Context: an optimization exercise on an open-source flow, tuned for small area, a short achievable clock period and few clock cycles per item. The choices shown serve that exercise and are no tape-out recipe.
The RTL was checked by simulation tests, not by an equivalence proof against the original design.
Power is estimated from default activity; no workload was simulated.

**config.mk**
```make
export PLATFORM = sky130hd
export DESIGN_NAME = route_table_move_to_front
export DESIGN_NICKNAME = route_table_move_to_front
export VERILOG_FILES = /design/flow/design.v
export SDC_FILE = /design/flow/constraint.sdc
export NUM_CORES = 4
export LEC_CHECK = 0
export ABC_AREA = 1
export CAP_MARGIN = 40
export CORE_MARGIN = 2
export CORE_UTILIZATION = 55
export CTS_CLUSTER_DIAMETER = 60
export CTS_CLUSTER_SIZE = 24
export PLACE_DENSITY = 0.7
export SETUP_SLACK_MARGIN = 4.5
export SLEW_MARGIN = 40
export TNS_END_PERCENT = 30
```
**constraint.sdc**
```tcl
create_clock -name core_clock -period 8.0 [get_ports {clock}]
set_input_delay 1.6000 -clock core_clock [delete_from_list [all_inputs] [get_ports {clock}]]
set_output_delay 1.6000 -clock core_clock [all_outputs]
set_load 0.01 [all_outputs]
```
**run.sh**
```bash
#!/bin/bash
# synth_recipe.tcl (not shown) runs the flow's synth.tcl, then flattens the netlist and writes it again
# the make line also repeats each setting of config.mk as NAME=value (left out here)
make -C /OpenROAD-flow-scripts/flow DESIGN_CONFIG=/design/flow/config.mk WORK_HOME=/design/flow/orfs CLKGATE_MAP_FILE= SYNTH_SCRIPT=/design/flow/synth_recipe.tcl finish
```
**design.v**
```verilog
`default_nettype none
package rtmf_pkg;
   typedef enum logic [1:0] {
      OP_SET  = 2'd0,
      OP_DEL  = 2'd1,
      OP_LOOK = 2'd2,
      OP_NONE = 2'd3
   } op_type;
   typedef enum logic [1:0] {
      STATUS_OK   = 2'd0,
      STATUS_MISS = 2'd1,
      STATUS_FULL = 2'd2
   } status_type;
   typedef struct packed {
      logic [31:0] net;
      logic [31:0] mask;
      logic [31:0] hop_addr;
      logic [15:0] hop_port;
   } entry_type;
   typedef struct packed {
      op_type      op;
      logic [31:0] dest_addr;
      logic [5:0]  pfx_len;
      logic [31:0] hop_addr;
      logic [15:0] hop_port;
   } req_type;
   typedef struct packed {
      logic        valid;
      status_type  status;
      logic [31:0] hop_addr;
      logic [15:0] hop_port;
   } res_type;
   function automatic logic [31:0] make_mask(input logic [5:0] plen);
      logic [5:0] n;
      begin
         n = (plen > 6'd32) ? 6'd32 : plen;
         make_mask = ~(32'hFFFF_FFFF >> n);
      end
   endfunction
endpackage
`default_nettype wire
`default_nettype none
module route_table_move_to_front #(
   parameter int ENTRIES = 32
) (
   input  wire logic          clock,
   input  wire logic          reset,
   input  wire logic          req_tvalid,
   output logic               req_tready,
   input  wire logic [87:0]   req_tdata,
   input  wire logic [1:0]    req_tuser,    
   output logic               rsp_tvalid,
   input  wire logic          rsp_tready,
   output logic [47:0]        rsp_tdata,
   output logic [1:0]         rsp_tuser     
);
   localparam int N  = ENTRIES;
   localparam int EW = 86;
   logic               r_v, c_v, w_v;
   logic               push;             
   logic               q0_v, q1_v, q2_v;
   logic               go, mv, c_free;
   logic               rdy;
   logic               room;
   logic               pop;
   assign go         = c_v && room;
   assign c_free     = !c_v || go;
   assign mv         = r_v && c_free;
   assign push       = w_v;
   always_ff @(posedge clock) begin
      logic [2:0] n;
      n = 3'(q0_v) + 3'(q1_v) + 3'(q2_v) + 3'(push) + 3'(go) - 3'(pop);
      if (reset) begin
         room <= 1'b1;
      end else begin
         room <= (n <= 3'd2);
      end
   end
   logic [1:0]         r_op;
   logic [31:0]        r_addr;
   logic [5:0]         r_plen;
   logic [47:0]        r_hop;
   logic [5:0]         req_plen_c;
   logic               r_look;
   assign req_plen_c = (req_tdata[37] && (req_tdata[36:32] != 5'd0)) ? 6'd32
                                                                      : req_tdata[37:32];
   assign r_look     = (r_op == rtmf_pkg::OP_LOOK);
   always_ff @(posedge clock) begin
      if (reset) begin
         r_v <= 1'b0;
      end else if (req_tready) begin
         r_v <= req_tvalid;
      end
      if (req_tready && req_tvalid) begin
         r_op   <= req_tuser;
         r_addr <= req_tdata[31:0];
         r_plen <= req_plen_c;
         r_hop  <= req_tdata[85:38];
      end
   end
   logic [N-1:0][EW-1:0] ent;
   logic [N-1:0]         vld_q;          
   logic [N:0]           vld;            
   assign vld = {1'b0, vld_q};
   logic               c_set, c_del, c_look;
   logic [31:0]        c_addr;
   logic [5:0]         c_plen;
   logic [47:0]        c_hop;
   logic [N-1:0]       c_h;              
   logic               c_fix;            
   logic               c_fs;             
   logic               w_look, w_set, w_lookhit;
   logic               w_swap, w_del, w_app;    
   logic [N-1:0]       w_sel;            
   logic [N-1:0]       w_wr;             
   logic [1:0]         w_st;
   logic [EW-1:0]      w_new;            
   logic [EW-1:0]      sel_ent, bus_n, bus_0;
   logic [N-1:0]       rm, rx, rh, rh1;
   logic               rmv;
   logic [31:0]        w_mask, c_mask;
   logic               po, pc;           
   genvar e;
   generate
      for (e = 0; e < N; e++) begin : g_cmp
         logic [31:0] net_e, mask_e;
         logic [5:0]  plen_e;
         assign net_e  = ent[e][85:54];
         assign plen_e = ent[e][53:48];
         assign mask_e = rtmf_pkg::make_mask(plen_e);
         assign rm[e]  = (((r_addr ^ net_e) & mask_e) == 32'd0);
         assign rx[e]  = rm[e] && (plen_e == r_plen);
         assign rh[e]  = r_look ? rm[e] : rx[e];
      end
   endgenerate
   assign w_mask = rtmf_pkg::make_mask(w_new[53:48]);
   assign c_mask = rtmf_pkg::make_mask(c_plen);
   always_comb begin
      logic pm;
      pm = (((r_addr ^ w_new[85:54]) & w_mask) == 32'd0);
      po = r_look ? pm : (pm && (r_plen == w_new[53:48]));
      pm = (((r_addr ^ c_addr) & c_mask) == 32'd0);
      pc = r_look ? pm : (pm && (r_plen == c_plen));
   end
   assign rmv = |(rh & w_sel);
   generate
      for (e = 0; e < N; e++) begin : g_fix_c
         if (e == 0) begin : g_0
            assign rh1[e] = (w_swap || (w_del && w_wr[e])) ? rmv
                          : ((w_app && w_wr[e]) ? po : rh[e]);
         end else begin : g_n
            assign rh1[e] = (w_swap && w_wr[e]) ? rh[0]
                          : ((w_del && w_wr[e]) ? rmv
                          : ((w_app && w_wr[e]) ? po : rh[e]));
         end
      end
   endgenerate
   logic [N-1:0]       h_cor;
   logic               cmv;
   logic [N-1:0]       hit_v, first, last, app, wr;
   logic               hit, full;
   logic               do_swap, do_del, do_app;
   logic [1:0]         res_st;
   logic [N-1:0]       mod, base, po_b, gt;
   logic               ins0, ins_hi, insv0, vi_ins;
   assign cmv    = |(c_h & w_sel);
   assign mod    = (c_fix && (w_swap || w_del || w_app)) ? w_wr : '0;
   assign ins0   = (w_swap || w_del) ? cmv : c_fs;
   assign ins_hi = w_swap ? c_h[0] : (w_del ? cmv : c_fs);
   assign base   = vld_q & c_h & ~mod;
   assign insv0  = vld_q[0] && mod[0] && ins0;
   assign vi_ins = (|(mod[N-1:1] & vld_q[N-1:1])) && ins_hi;
   generate
      for (e = 0; e < N; e++) begin : g_fix_d
         if (e == 0) begin : g_0
            assign h_cor[e] = mod[e] ? ins0 : c_h[e];
            assign po_b[e]  = 1'b0;
            assign gt[e]    = 1'b0;
         end else begin : g_n
            assign h_cor[e] = mod[e] ? ins_hi : c_h[e];
            assign po_b[e]  = |base[e-1:0];
            if (e == 1) begin : g_gt1
               assign gt[e] = 1'b0;
            end else begin : g_gtn
               assign gt[e] = |mod[e-1:1];
            end
         end
      end
   endgenerate
   assign full = vld_q[N-1];
   generate
      for (e = 0; e < N; e++) begin : g_hit
         assign hit_v[e] = vld[e] && h_cor[e];
         assign last[e]  = vld[e] && !vld[e+1];
         if (e == 0) begin : g_first0
            assign first[e] = hit_v[e];
            assign app[e]   = !vld[e];
            assign wr[e]    = (c_look && hit) || ((c_del || c_set) && first[e])
                              || (c_set && app[e]);
         end else begin : g_firstn
            assign first[e] = hit_v[e] && !po_b[e] && !insv0 && !(gt[e] && vi_ins);
            assign app[e]   = vld[e-1] && !vld[e];
            assign wr[e]    = ((c_look || c_del || c_set) && first[e])
                              || (c_set && app[e]);
         end
      end
   endgenerate
   assign hit     = (|base) || insv0 || vi_ins;
   assign do_swap = c_look && hit && !first[0];
   assign do_del  = c_del && hit;
   assign do_app  = c_set && !hit && !full;
   always_comb begin
      res_st = rtmf_pkg::STATUS_MISS;
      if ((c_look || c_del || c_set) && hit) begin
         res_st = rtmf_pkg::STATUS_OK;
      end else if (c_set) begin
         res_st = full ? rtmf_pkg::STATUS_FULL : rtmf_pkg::STATUS_OK;
      end
   end
   always_ff @(posedge clock) begin
      if (reset) begin
         vld_q <= '0;
      end else if (go && do_app) begin
         vld_q <= {vld_q[N-2:0], 1'b1};
      end else if (go && do_del) begin
         vld_q <= {1'b0, vld_q[N-1:1]};
      end
   end
   always_ff @(posedge clock) begin
      if (reset) begin
         c_v <= 1'b0;
      end else if (c_free) begin
         c_v <= r_v;
      end
      if (mv) begin
         c_set  <= (r_op == rtmf_pkg::OP_SET);
         c_del  <= (r_op == rtmf_pkg::OP_DEL);
         c_look <= r_look;
         c_addr <= r_addr;
         c_plen <= r_plen;
         c_hop  <= r_hop;
         c_h    <= rh1;
         c_fix  <= go;
         c_fs   <= pc;
      end else begin
         c_h    <= h_cor;
         c_fix  <= 1'b0;
      end
   end
   always_ff @(posedge clock) begin
      if (reset) begin
         w_v    <= 1'b0;
         w_wr   <= '0;
         w_swap <= 1'b0;
         w_del  <= 1'b0;
         w_app  <= 1'b0;
      end else begin
         w_v    <= go;
         w_wr   <= go ? wr : '0;
         w_swap <= go && do_swap;
         w_del  <= go && do_del;
         w_app  <= go && do_app;
      end
      w_look    <= c_look;
      w_set     <= c_set;
      w_lookhit <= c_look && hit;
      w_sel     <= c_del ? last : first;
      w_st      <= res_st;
      w_new     <= {c_addr & c_mask, c_plen, c_hop};
   end
   logic [49:0]        res;
   always_comb begin
      sel_ent = '0;
      for (int i = 0; i < N; i++) begin
         sel_ent = sel_ent | (ent[i] & {EW{w_sel[i]}});
      end
   end
   assign bus_n = w_look ? ent[0] : (w_set ? w_new : sel_ent);
   assign bus_0 = w_look ? sel_ent : bus_n;
   generate
      for (e = 0; e < N; e++) begin : g_wr
         always_ff @(posedge clock) begin
            if (w_wr[e]) begin
               ent[e] <= (e == 0) ? bus_0 : bus_n;
            end
         end
      end
   endgenerate
   assign res = {w_st, sel_ent[47:0] & {48{w_lookhit}}};
   logic [49:0] q0_d, q1_d, q2_d;
   assign pop = q0_v && rsp_tready;
   always_ff @(posedge clock) begin
      if (reset) begin
         q0_v <= 1'b0;
         q1_v <= 1'b0;
         q2_v <= 1'b0;
      end else if (pop || !q0_v) begin
         q0_v <= q1_v || push;
         q1_v <= q2_v || (q1_v && push);
         q2_v <= q2_v && push;
      end else begin
         q1_v <= q1_v || push;
         q2_v <= q2_v || (q1_v && push);
      end
      if (pop || !q0_v) begin
         q0_d <= q1_v ? q1_d : res;
         q1_d <= q2_v ? q2_d : res;
         q2_d <= res;
      end else begin
         if (!q1_v) begin
            q1_d <= res;
         end
         if (!q2_v) begin
            q2_d <= res;
         end
      end
   end
   assign rsp_tvalid = q0_v;
   assign rsp_tuser  = q0_d[49:48];
   assign rsp_tdata  = q0_d[47:0];
   always_ff @(posedge clock) begin
      logic r_v_n, c_v_n, room_n;
      logic [2:0] n;
      n      = 3'(q0_v) + 3'(q1_v) + 3'(q2_v) + 3'(push) + 3'(go) - 3'(pop);
      r_v_n  = rdy ? req_tvalid : r_v;
      c_v_n  = c_free ? r_v : c_v;
      room_n = (n <= 3'd2);
      if (reset) begin
         rdy <= 1'b1;
      end else begin
         rdy <= !r_v_n || !c_v_n || room_n;
      end
   end
   assign req_tready = rdy;
endmodule
`default_nettype wire
```
==> notes.md <==
Outcome
The flow ran to the end and the layout has no timing, DRC or antenna violations.

Yosys
In this run the cell area of the synthesized design comes to approximately 150000 µm². The most frequent cell after synthesis is nand2_1. Of all flip-flops after synthesis, the portion carrying an async set or reset was 0. The most used flip-flop cell after synthesis is edfxtp_1. By area the synthesized netlist is led by edfxtp_1, nand2_1, dfxtp_1. For this run, the register share of the synthesized area comes to 0.626. Counting distinct cell types in the post-synthesis netlist gives 66. Summed over all instances, the cell type with the most area after synthesis is edfxtp_1. In the synthesized netlist, the cells that appear most often are nand2_1, edfxtp_1, o21ai_0. The cell count after synthesis came out at ~15000.

Dividing the synthesized area by the synthesized cell count gives 10.1 µm². Of the post-synthesis cell area, the dominant cell type holds 0.583. The number of synthesized register bits is roughly 3300. The number of warnings issued by yosys is 1. The synthesized netlist net count is between 15000 and 20000. The synthesized design contains approximately 3000 enable-type register cells.

Global routing
The number of antenna violations at the first check in global routing came to 79. Across every metal layer, demand over resource in global routing totals 0.521. The total grt overflow is 0. The number of global-route vias before repair is between 100k and 150k. The first global-routing pass estimated roughly 1000 mm of wire. Entering global routing, the biggest net connects 97 pins.

Floorplanning
The die width is between 500 and 600 µm. The core box area is roughly 280000 µm². The floorplan step set the die height to 532 µm.

The floorplan die area is 283000 µm². In this run the core area contains ~190 standard-cell rows. During I/O placement, the number of pins put on the boundary was about 150. The effective utilization at floorplan is 0.554.

CTS
The root cell of the clock tree is clkbuf_16. TritonCTS built the clock tree. The clock slew at the register clock pins of the worst setup and hold paths is roughly 0.090 ns. The count of clock tree sinks is between 3000 and 4000. The clock tree synthesis step divided the H-tree into 4 levels. The hold buffer count at CTS is 0. The insertion delay to the later sink of the worst-skew pair is ~1.0 ns. The number of clock buffers added by TritonCTS is around 230.

The clock passes through at most 4 buffers.

Min path
The startpoint of the tightest hold check path is c_hop[28]. The end point of the most critical hold path is w_new[28]. The worst hold path passes through 0 cells. The path class of the tightest hold or removal check is reg -> reg.

Route
The remaining antenna violation count after routing is 0. The routed via count divided by cell count is between 6 and 7. The routed wire length is ~800 mm.

The final routed wire length divided by cell count is between 30 and 40 µm. The first routing iteration left approximately 26000 violations. The routed layout has 135000 vias. The first TritonRoute pass finished after 10 iterations. For this run, design rule violations remaining after detail routing come to 0.

Flow run
Max-cap violations in this run came to 0.

STA
In this run the tightest slew margin relative to its limit is 0.286. The worst path in the final design needs a cycle of 4.12 ns, including I/O delays and setup. At the pin with the least slew margin, the transition time is approximately 1.1 ns. The peak clock frequency supported by timing is 0.243 GHz. Clock skew on the completed layout was measured at around 0.09 ns.

The number of endpoints with negative hold slack in the final report was 0. The final number of setup-violating endpoints is 0. The number of pins exceeding their max-slew limit in the final report was 0. The summed negative setup slack over all endpoints is 0 ns. Setup repair after global routing could not meet its margin everywhere.

The fraction of the cycle the final worst path needs is 0.515.

Setup path
The worst-path maximum fanout is 31. The source of the critical timing path is w_sel[29]. STA puts the critical path data arrival time at approximately 4.8 ns. The minimum setup slack among reg-to-reg paths is around 3.9 ns. The dominant cell type by count on the critical path is buf_4.

The critical path contains buffers and inverters numbering 4 combined. The family of cells with the greatest summed delay on the critical path is buffers and inverters. Walking the worst path, the cells encountered are buf_4 -> clkinvlp_4 -> o2111ai_2 -> nor3_1 -> buf_4 -> nand4_1 -> o21ai_0 -> o21ai_4 -> buf_4. The logic depth of the worst register-to-register path is 9. Data on the critical path is required at its endpoint by 8.64 ns. For this run, the slowest stage of the critical path takes slightly above 0.6 ns. The worst setup path is of the reg -> reg kind. The reg-to-reg endpoint is ent[1515]. The worst setup path is launched from a flip-flop.

In this run the critical register-to-register path is launched from w_sel[29]. For this design, the slowest cell found on the critical path is o2111ai_2. STA classifies the critical path endpoint as a flip-flop.

Placed design
The number of instances in the placed design is around 19000. The number of buffer cells added on primary ports is about 140. The HPWL after detailed placement is roughly 500 mm. The final weighted congestion of routability-driven global placement is 1.13.

Cells and area
The net count reported at finish is around 16000. The area of combinational cells with multiple inputs is approximately 54000 µm². Fill cells in the final layout number 22400. Of the cells placed in the final design, the portion with a size suffix greater than 1 is 0.114. The number of standard cells in the final layout excluding fillers is 19600. Summing all flip-flop and latch instances after layout gives between 90000 and 100000 µm². The area growth from synthesis to layout is 15.7%.

Power and ir drop
The power density over the cells is 198 nW/µm². The leakage power total is between 60 and 70 nW. The sum of internal, switching and leakage power is between 30 and 40 mW. IR analysis of the VDD net gives a maximum drop of about 0.27 mV.
-- routing by layer --
metal	wire length (µm)	up-vias	GRT usage
met5	557	-	0
met4	96800	24	0.507
met3	122000	3613	0.163
met2	313000	13200	0.728
met1	245000	64000	0.631
li1	-	53700	-
-- metrics by stage --
step	instance area (µm²)	hold slack, ns	worst slack, ns	utilization
final	178000	0.347	3.88	0.641
after global routing	177000	0.353	4.12	0.640
after CTS	173000	0.347	3.95	0.623
after detailed placement	161000	0.328	2.94	0.581
after global placement	160000	0.325	2.75	0.579
after floorplan	154000	0.323	4.21	-
-- layout make-up --
class / count / share of cell area
repair buffers: 980 / 0.0607
multi-input cells: 10200 / 0.302
flip-flops and latches: 3311 / 0.543
repair inverters: 1 / 0.0000423
clock inverters: 140 / 0.0111
inverters: 923 / 0.0208
well taps: 3705 / 0.0261
diodes: 91 / 0.00128
clock buffers: 287 / 0.0351
-- report_power, final --
group	switching [mW]	internal, mW	leakage (nW)
Combinational	2.15	0.727	31.9
Clock	6.97	6.30	3.97
Sequential	0.0972	19.0	29.9
Total	9.22	26.0	65.7
-- registers in the layout, indices dropped and copies added, names as in the netlist, 6 cells and up --
signal  cells
ent      2752
w_new      86
q0_d       50
q1_d       50
q2_d       50
c_hop      48
r_hop      48
c_addr     32
c_h        32
r_addr     32
vld_q      32
w_sel      32
w_wr       32
c_plen      6
r_plen      6
-- logic make-up after synthesis --
logic type               synth area share
AO/OA/AOI/OAI                      0.0907
buffers and inverters              0.0426
AND/OR/NAND/NOR                     0.187
flip-flops                          0.626
multiplexers                     0.000130
adder cells (fa/ha/maj)          0.000391
XOR/XNOR                           0.0529
other                           0.0000244
-- worst max path at each step --
stage / to / depth (start not counted)
after global placement: vld_q[1] / 20
after global routing: ent[1515] / 9
final: ent[1515] / 9
after detailed placement: vld_q[11] / 20
after floorplan: c_addr[0] / 5
after CTS: ent[2560] / 9
-- cells in the final DEF (no fill, tap or decap), drive strengths merged, types with 331 or more instances in the layout --
| master | n |
|---|---|
| nand2 | 4531 |
| edfxtp | 2980 |
| o21ai | 1036 |
| inv | 948 |
| nor2 | 888 |
| nand3 | 838 |
| buf | 802 |
| xor2 | 623 |
| a21oi | 470 |
| nand4 | 459 |
| dfxtp | 331 |
-- timing repair --
item,in CTS,in global routing
buffers inserted,124,261
pin swaps,47,75
gates resized for setup,427,419
gates cloned,12,30
endpoints found under the setup margin,2493,2176
Testbench counts, summed over its fixed seeds: cycles 5,840, items 5,808.

port drivers added, routing unchanged:
The flow's constraints put no driver on any port. The routed layout listed below was extracted and timed again, unchanged, in two steps.
Step 1: set_driving_cell puts a clkbuf_16 on clock and a buf_2 on each other input, an assumption about the parent block.
Step 2 times the ports against the registers' clock, not the clock port: input delays grow and output delays shrink by t, the midpoint of the rising clock arrivals with the driver on.
Three values: ideal ports, drivers, drivers and shift; two values: the first two.
shift t [ns]: 1.117
setup slack, ns: 3.883 / 3.883 / 3.819
hold WS [ns]: 0.347 / 0.347 / 0.347
latest minus earliest clock arrival (ns): 0.092 / 0.092
After both steps this run still meets setup and hold. The setup slack of this run moves by 0.000 ns with the drivers and by -0.064 ns with both steps.
